What follows belongs to an exercise in optimizing a design on an open flow for small area, a short achievable clock period and few clock cycles per item; a production flow would make more cautious choices.
Where RTL was checked, it was by simulation tests only, not by an equivalence proof against the original.

==> zinc: inputs <==
==> flow/design.v (excerpt) <==
module reservoir_sampler_core
(
	input  logic             clk,
	input  logic             arst_n,
	input  logic             s_tvalid,
	output logic             s_tready,
	input  logic [63:0]      s_tdata,     
	input  logic             s_tuser,     
	output logic             m_tvalid,
	input  logic             m_tready,
	output logic [31:0]      m_tdata,     
	output logic             m_tlast,
	input  logic             cfg_valid,
	output logic             cfg_ready,
	input  logic [rs_pkg::CFG_W-1:0] cfg_data
);
clock: 8.0 ns
lec_check: 0
cap_margin: 20
core_margin: 2
core_utilization: 45
place_density: 0.6
slew_margin: 20
run.sh (not shown) runs the stock make flow with config.mk's settings and CLKGATE_MAP_FILE= SYNTH_SCRIPT=/design/flow/synth_recipe.tcl, a recipe that flattens the netlist after the stock synthesis.
==> nickel (differences from zinc) <==
--- a/flow/design.v
+++ b/flow/design.v
@@ -1,166 +1,270 @@
 package rs_pkg;
 	localparam int DEPTH  = 64;                  
-	localparam int SLOT_W = $clog2(DEPTH);       
 	localparam int CFG_W  = 7;                   
 	localparam int RND_W  = 31;                  
 	localparam int FAST_W = 9;
-	localparam int STEPS0 = 2;                   
-	localparam int STEPS  = 2;                   
-	localparam int NSTAGE = (RND_W - STEPS0 + STEPS - 1) / STEPS;
+	localparam int STEPS0 = 1;                   
+	localparam int R4     = 1;                   
+	localparam int R2     = 0;                   
+	localparam int BPS    = 2 * R4 + R2;         
+	localparam int NSTAGE = (RND_W - STEPS0 + BPS - 1) / BPS;
 endpackage
 module rs_modu #(
 	parameter int W      = 9,
-	parameter int STEPS0 = 2,
-	parameter int STEPS  = 2,
+	parameter int STEPS0 = 1,
+	parameter int R4     = 1,
+	parameter int R2     = 0,
 	parameter int NSTAGE = 15
 ) (
 	input  logic          clk,
 	input  logic          arst_n,
 	input  logic          in_valid,
 	input  logic [30:0]   in_rnd,
 	input  logic [W-1:0]  in_n,
 	input  logic [31:0]   in_item,
 	output logic          out_valid,
 	output logic [W-1:0]  out_rem,
 	output logic [31:0]   out_item,
 	output logic          busy
 );
-	function automatic logic [W-1:0] step(input logic [W-1:0] x, input logic b,
-			input logic [W-1:0] n);
-		logic [W:0] t;
-		logic [W:0] m;
+	localparam int BPS = 2 * R4 + R2;
+	localparam int NS  = NSTAGE;
+	function automatic logic [W+1:0] sub1(input logic [W:0] a, input logic [W:0] b);
 		logic [W:0] g;
 		logic [W:0] p;
 		logic [W:0] gn;
 		logic [W:0] pn;
-		logic [W:0] bo;
-		logic [W:0] r;
-		t = {x, b};
-		m = {1'b0, n};
-		g = ~t & m;
-		p = ~t | m;
+		g = ~a & b;
+		p = ~a | b;
 		for (int s = 1; s <= W; s = s * 2) begin
 			gn = g;
 			pn = p;
 			for (int i = s; i <= W; i++) begin
 				gn[i] = g[i] | (p[i] & g[i-s]);
 				pn[i] = p[i] & p[i-s];
 			end
 			g = gn;
 			p = pn;
 		end
-		bo = {g[W-1:0], 1'b0};
-		r = t ^ ({(W+1){~g[W]}} & (m ^ bo));
-		step = r[W-1:0];
+		sub1 = {g[W], a ^ b ^ {g[W-1:0], 1'b0}};
+	endfunction
+	function automatic logic [W+2:0] sub2(input logic [W+1:0] a, input logic [W+1:0] b);
+		logic [W+1:0] g;
+		logic [W+1:0] p;
+		logic [W+1:0] gn;
+		logic [W+1:0] pn;
+		g = ~a & b;
+		p = ~a | b;
+		for (int s = 1; s <= W + 1; s = s * 2) begin
+			gn = g;
+			pn = p;
+			for (int i = s; i <= W + 1; i++) begin
+				gn[i] = g[i] | (p[i] & g[i-s]);
+				pn[i] = p[i] & p[i-s];
+			end
+			g = gn;
+			p = pn;
+		end
+		sub2 = {g[W+1], a ^ b ^ {g[W:0], 1'b0}};
+	endfunction
+	function automatic logic [W-1:0] step2(input logic [W-1:0] x, input logic b,
+			input logic [W-1:0] n);
+		logic [W:0]   t;
+		logic [W+1:0] d;
+		t = {x, b};
+		d = sub1(t, {1'b0, n});
+		step2 = d[W+1] ? t[W-1:0] : d[W-1:0];
+	endfunction
+	function automatic logic [W-1:0] step4(input logic [W-1:0] x, input logic [1:0] b,
+			input logic [W-1:0] n, input logic [W+1:0] n3);
+		logic [W+1:0] u;
+		logic [W+2:0] d1;
+		logic [W+2:0] d2;
+		logic [W+2:0] d3;
+		u  = {x, b};
+		d1 = sub2(u, {2'b0, n});
+		d2 = sub2(u, {1'b0, n, 1'b0});
+		d3 = sub2(u, n3);
+		if (!d3[W+2]) begin
+			step4 = d3[W-1:0];
+		end else if (!d2[W+2]) begin
+			step4 = d2[W-1:0];
+		end else if (!d1[W+2]) begin
+			step4 = d1[W-1:0];
+		end else begin
+			step4 = u[W-1:0];
+		end
+	endfunction
+	function automatic logic [W-1:0] trim(input logic [W-1:0] x, input int t);
+		trim = (t < W) ? (x & W'((1 << t) - 1)) : x;
 	endfunction
-	localparam int NS = NSTAGE;
 	logic [NS:0]           v;
 	logic [NS:0][W-1:0]    rem;
 	logic [NS:0][30:0]     rnd;
 	logic [NS:0][W-1:0]    dvs;
+	logic [NS:0][W+1:0]    dvs3;
 	logic [NS:0][31:0]     item;
 	always_comb begin
 		logic [W-1:0] x;
 		x = '0;
 		for (int i = 0; i < STEPS0; i++) begin
-			x = step(x, in_rnd[30 - i], in_n);
-			if (i + 1 < W) begin
-				x = x & W'((1 << (i + 1)) - 1);
-			end
+			x = trim(step2(x, in_rnd[30 - i], in_n), i + 1);
 		end
 		v[0]    = in_valid;
 		rem[0]  = x;
 		rnd[0]  = in_rnd;
 		dvs[0]  = in_n;
+		dvs3[0] = {2'b0, in_n} + {1'b0, in_n, 1'b0};
 		item[0] = in_item;
 	end
 	for (genvar s = 0; s < NS; s++) begin : g_stage
 		logic [W-1:0] nxt;
 		always_comb begin
 			logic [W-1:0] x;
+			int           t;
 			x = rem[s];
-			for (int i = 0; i < STEPS; i++) begin
-				if (STEPS0 + s * STEPS + i < 31) begin
-					x = step(x, rnd[s][30 - (STEPS0 + s * STEPS + i)], dvs[s]);
-					if (STEPS0 + s * STEPS + i + 1 < W) begin
-						x = x & W'((1 << (STEPS0 + s * STEPS + i + 1)) - 1);
-					end
+			t = STEPS0 + s * BPS;
+			for (int i = 0; i < R4; i++) begin
+				if (t + 2 <= 31) begin
+					x = trim(step4(x, rnd[s][30 - t -: 2], dvs[s], dvs3[s]), t + 2);
+					t = t + 2;
+				end else if (t + 1 <= 31) begin
+					x = trim(step2(x, rnd[s][30 - t], dvs[s]), t + 1);
+					t = t + 1;
+				end
+			end
+			for (int i = 0; i < R2; i++) begin
+				if (t + 1 <= 31) begin
+					x = trim(step2(x, rnd[s][30 - t], dvs[s]), t + 1);
+					t = t + 1;
 				end
 			end
 			nxt = x;
 		end
 		always_ff @(posedge clk or negedge arst_n) begin
 			if (!arst_n) begin
 				v[s+1] <= 1'b0;
 			end else begin
 				v[s+1] <= v[s];
 			end
 		end
 		always_ff @(posedge clk) begin
 			rem[s+1]  <= nxt;
 			rnd[s+1]  <= rnd[s];
 			dvs[s+1]  <= dvs[s];
+			dvs3[s+1] <= dvs3[s];
 			item[s+1] <= item[s];
 		end
 	end
 	assign out_valid = v[NS];
 	assign out_rem   = rem[NS];
 	assign out_item  = item[NS];
 	assign busy      = |v[NS:1];
 endmodule
 module rs_slow (
 	input  logic        clk,
 	input  logic        arst_n,
 	input  logic        start,
 	input  logic [30:0] dividend,
 	input  logic [31:0] divisor,
+	input  logic [6:0]  k,
 	output logic        busy,
 	output logic        done,
-	output logic [31:0] remainder
+	output logic        hit,
+	output logic [5:0]  slot
 );
+	function automatic logic [17:0] sub17(input logic [16:0] a, input logic [16:0] b,
+			input logic c);
+		logic [16:0] g;
+		logic [16:0] p;
+		logic [16:0] gn;
+		logic [16:0] pn;
+		logic [16:0] bi;
+		g = ~a & b;
+		p = ~a | b;
+		for (int s = 1; s <= 16; s = s * 2) begin
+			gn = g;
+			pn = p;
+			for (int i = s; i <= 16; i++) begin
+				gn[i] = g[i] | (p[i] & g[i-s]);
+				pn[i] = p[i] & p[i-s];
+			end
+			g = gn;
+			p = pn;
+		end
+		bi[0] = c;
+		for (int i = 1; i <= 16; i++) begin
+			bi[i] = g[i-1] | (p[i-1] & c);
+		end
+		sub17 = {g[16] | (p[16] & c), a ^ b ^ bi};
+	endfunction
 	logic        run_q;
+	logic        ph_q;
+	logic        fin_q;
 	logic        done_q;
+	logic        hit_q;
 	logic [4:0]  idx_q;
+	logic        b_q;
 	logic [31:0] rem_q;
-	logic [32:0] trial;
-	logic [32:0] diff;
+	logic [16:0] dlo_q;
+	logic        blo_q;
+	logic [17:0] lo;
+	logic [17:0] hi;
 	always_comb begin
-		trial = {rem_q, dividend[idx_q]};
-		diff  = trial - {1'b0, divisor};
+		lo = sub17({rem_q[15:0], b_q}, divisor[16:0], 1'b0);
+		hi = sub17({1'b0, rem_q[31:16]}, {2'b0, divisor[31:17]}, blo_q);
 	end
 	always_ff @(posedge clk or negedge arst_n) begin
 		if (!arst_n) begin
 			run_q  <= 1'b0;
+			ph_q   <= 1'b0;
+			fin_q  <= 1'b0;
 			done_q <= 1'b0;
 			idx_q  <= 5'd0;
 		end else begin
-			done_q <= run_q && (idx_q == 5'd0);
+			fin_q  <= run_q && ph_q && (idx_q == 5'd0);
+			done_q <= fin_q;
 			if (start) begin
 				run_q <= 1'b1;
+				ph_q  <= 1'b0;
 				idx_q <= 5'd30;
 			end else if (run_q) begin
-				idx_q <= idx_q - 1'b1;
-				if (idx_q == 5'd0) begin
-					run_q <= 1'b0;
+				ph_q <= !ph_q;
+				if (ph_q) begin
+					idx_q <= idx_q - 1'b1;
+					if (idx_q == 5'd0) begin
+						run_q <= 1'b0;
+					end
 				end
 			end
 		end
 	end
 	always_ff @(posedge clk) begin
 		if (start) begin
 			rem_q <= '0;
+			b_q   <= dividend[30];
 		end else if (run_q) begin
-			rem_q <= diff[32] ? trial[31:0] : diff[31:0];
+			if (!ph_q) begin
+				dlo_q <= lo[16:0];
+				blo_q <= lo[17];
+			end else begin
+				rem_q <= hi[17] ? {rem_q[30:0], b_q} : {hi[14:0], dlo_q};
+				b_q   <= (idx_q == 5'd0) ? 1'b0 : dividend[5'(idx_q - 5'd1)];
+			end
+		end
+		if (fin_q) begin
+			hit_q <= (rem_q[31:7] == '0) && (rem_q[6:0] < k);
 		end
 	end
-	assign busy      = run_q || done_q;
-	assign done      = done_q;
-	assign remainder = rem_q;
+	assign busy = run_q || fin_q || done_q;
+	assign done = done_q;
+	assign hit  = hit_q;
+	assign slot = rem_q[5:0];
 endmodule
 module rs_ctrl
 (
 	input  logic        clk,
 	input  logic        arst_n,
 	input  logic        s_tvalid,
 	output logic        s_tready,
 	input  logic [63:0] s_tdata,
@@ -245,64 +349,63 @@
 	logic          p_v;
 	logic [W-1:0]  p_rem;
 	logic [31:0]   p_item;
 	logic [NS:1]   p_vall;
 	logic          p_busy;
 	rs_modu #(
 		.W      (W),
 		.STEPS0 (rs_pkg::STEPS0),
-		.STEPS  (rs_pkg::STEPS),
+		.R4     (rs_pkg::R4),
+		.R2     (rs_pkg::R2),
 		.NSTAGE (NS)
 	) u_modu (
 		.clk       (clk),
 		.arst_n    (arst_n),
 		.in_valid  (e_pipe),
 		.in_rnd    (e_rnd),
 		.in_n      (cnt_q[W-1:0]),
 		.in_item   (e_item),
 		.out_valid (p_v),
 		.out_rem   (p_rem),
 		.out_item  (p_item),
 		.busy      (p_busy)
 	);
 	logic        sl_busy;
 	logic        sl_done;
-	logic [31:0] sl_rem;
+	logic        sl_hit;
+	logic [5:0]  sl_slot;
 	rs_slow u_slow (
 		.clk       (clk),
 		.arst_n    (arst_n),
 		.start     (e_slow),
 		.dividend  (e_rnd),
 		.divisor   (cnt_q),
+		.k         (k_q),
 		.busy      (sl_busy),
 		.done      (sl_done),
-		.remainder (sl_rem)
+		.hit       (sl_hit),
+		.slot      (sl_slot)
 	);
 	logic        fin_pend;
 	logic [6:0]  m_pend;
-	logic [6:0]  k_old;
 	logic [$clog2(NS+1)-1:0] drain_q;
-	logic [6:0]  k_exit;
-	assign k_exit = (drain_q != '0) ? k_old : k_q;
 	logic        p_hit;
-	logic        sl_hit;
 	logic [63:0] we;
 	logic [31:0] wdata;
 	logic [63:0] rsel_q;
 	logic [31:0] rdata;
-	assign p_hit  = p_v && (p_rem < W'(k_exit));
-	assign sl_hit = sl_done && (sl_rem < 32'(k_q));
+	assign p_hit = p_v && (p_rem < W'(k_q));
 	always_comb begin
 		for (int i = 0; i < 64; i++) begin
 			we[i] = (e_fill && (e_slot == 6'(i)))
 				|| (p_hit && (p_rem[5:0] == 6'(i)))
-				|| (sl_hit && (sl_rem[5:0] == 6'(i)));
+				|| (sl_done && sl_hit && (sl_slot == 6'(i)));
 		end
-		wdata = p_hit ? p_item : e_item;
+		wdata = p_v ? p_item : e_item;
 	end
 	rs_dpath u_dpath (
 		.clk   (clk),
 		.we    (we),
 		.wdata (wdata),
 		.rsel  (rsel_q),
 		.rdata (rdata)
 	);
@@ -316,29 +419,27 @@
 	logic        rd;
 	logic        rd_last;
 	assign rd      = dump_q && (primed_q || (drain_q == '0)) && (!ov_q || m_tready);
 	assign rd_last = (ptr_q + 7'd1) == m_q;
 	always_ff @(posedge clk or negedge arst_n) begin
 		if (!arst_n) begin
 			fin_pend <= 1'b0;
 			m_pend   <= '0;
-			k_old    <= 7'd1;
 			drain_q  <= '0;
 			dump_q   <= 1'b0;
 			primed_q <= 1'b0;
 			m_q      <= '0;
 			ptr_q    <= '0;
 			rsel_q   <= '0;
 			ov_q     <= 1'b0;
 		end else begin
 			if (acc_fin) begin
 				fin_pend <= 1'b1;
 				m_pend   <= m_now;
-				k_old    <= k_q;
 				drain_q  <= NS;
 			end else if (drain_q != '0) begin
 				drain_q <= drain_q - 1'b1;
 			end
 			if (fin_pend && !dump_q) begin
 				fin_pend <= 1'b0;
 				dump_q   <= (m_pend != '0);
 				primed_q <= 1'b0;
SETUP_SLACK_MARGIN = 4.8   (was default)
==> run_results.csv <==
group,metric,value,unit
sta,final.setup_skew,145,ps
cells_and_area,inv_count,216,
outcome,status,"finished clean",
cells_and_area,syn_to_final_growth,15.2,%
global_routing,grt_use_total,0.295,
worst_setup_path,ff2ff_setup_slack,880,ps
That was zinc.
==> run_results.csv <==
group,metric,value,unit
outcome,status,"finished clean",
worst_setup_path,ff2ff_setup_slack,4810,ps
sta,final.setup_skew,113,ps
cells_and_area,inv_count,670,
That was nickel.
Testbench counts of zinc, summed over its fixed seeds: cycles 11,292, items 10,234.
Function not checked in nickel: the RTL went through the layout flow alone.

-- afterwards: timing with drivers on the ports --
The flow's constraints put no driver on any port. The routed layouts listed below were extracted and timed again, unchanged, in two steps.
Step 1 assumes that a clkbuf_16 drives the clock port and a buf_2 every other input.
Step 2 adds t to the input delays and takes it off the output delays; t is the mean of the earliest and latest rising clock arrival at the registers after step 1. Input paths then give back, and output paths get back, about the clock's delay inside the block.
a / b / c = ideal / step 1 / step 2; a / b = the first two.
| run | shift t [ns] | setup WS [ns] | worst setup path at the end | worst register clock-pin slew, ns |
|---|---|---|---|---|
| zinc | 1.020 | 0.883 / 0.883 / 0.883 | register to register | 0.08 / 0.08 |
| nickel | 1.051 | 4.670 / 4.554 / 3.927 | input to register | 0.07 / 0.07 |
After both steps every run listed still meets setup and hold. For nickel, which loses most, drivers alone change the setup slack by -0.116 ns; drivers and shift together by -0.743 ns.
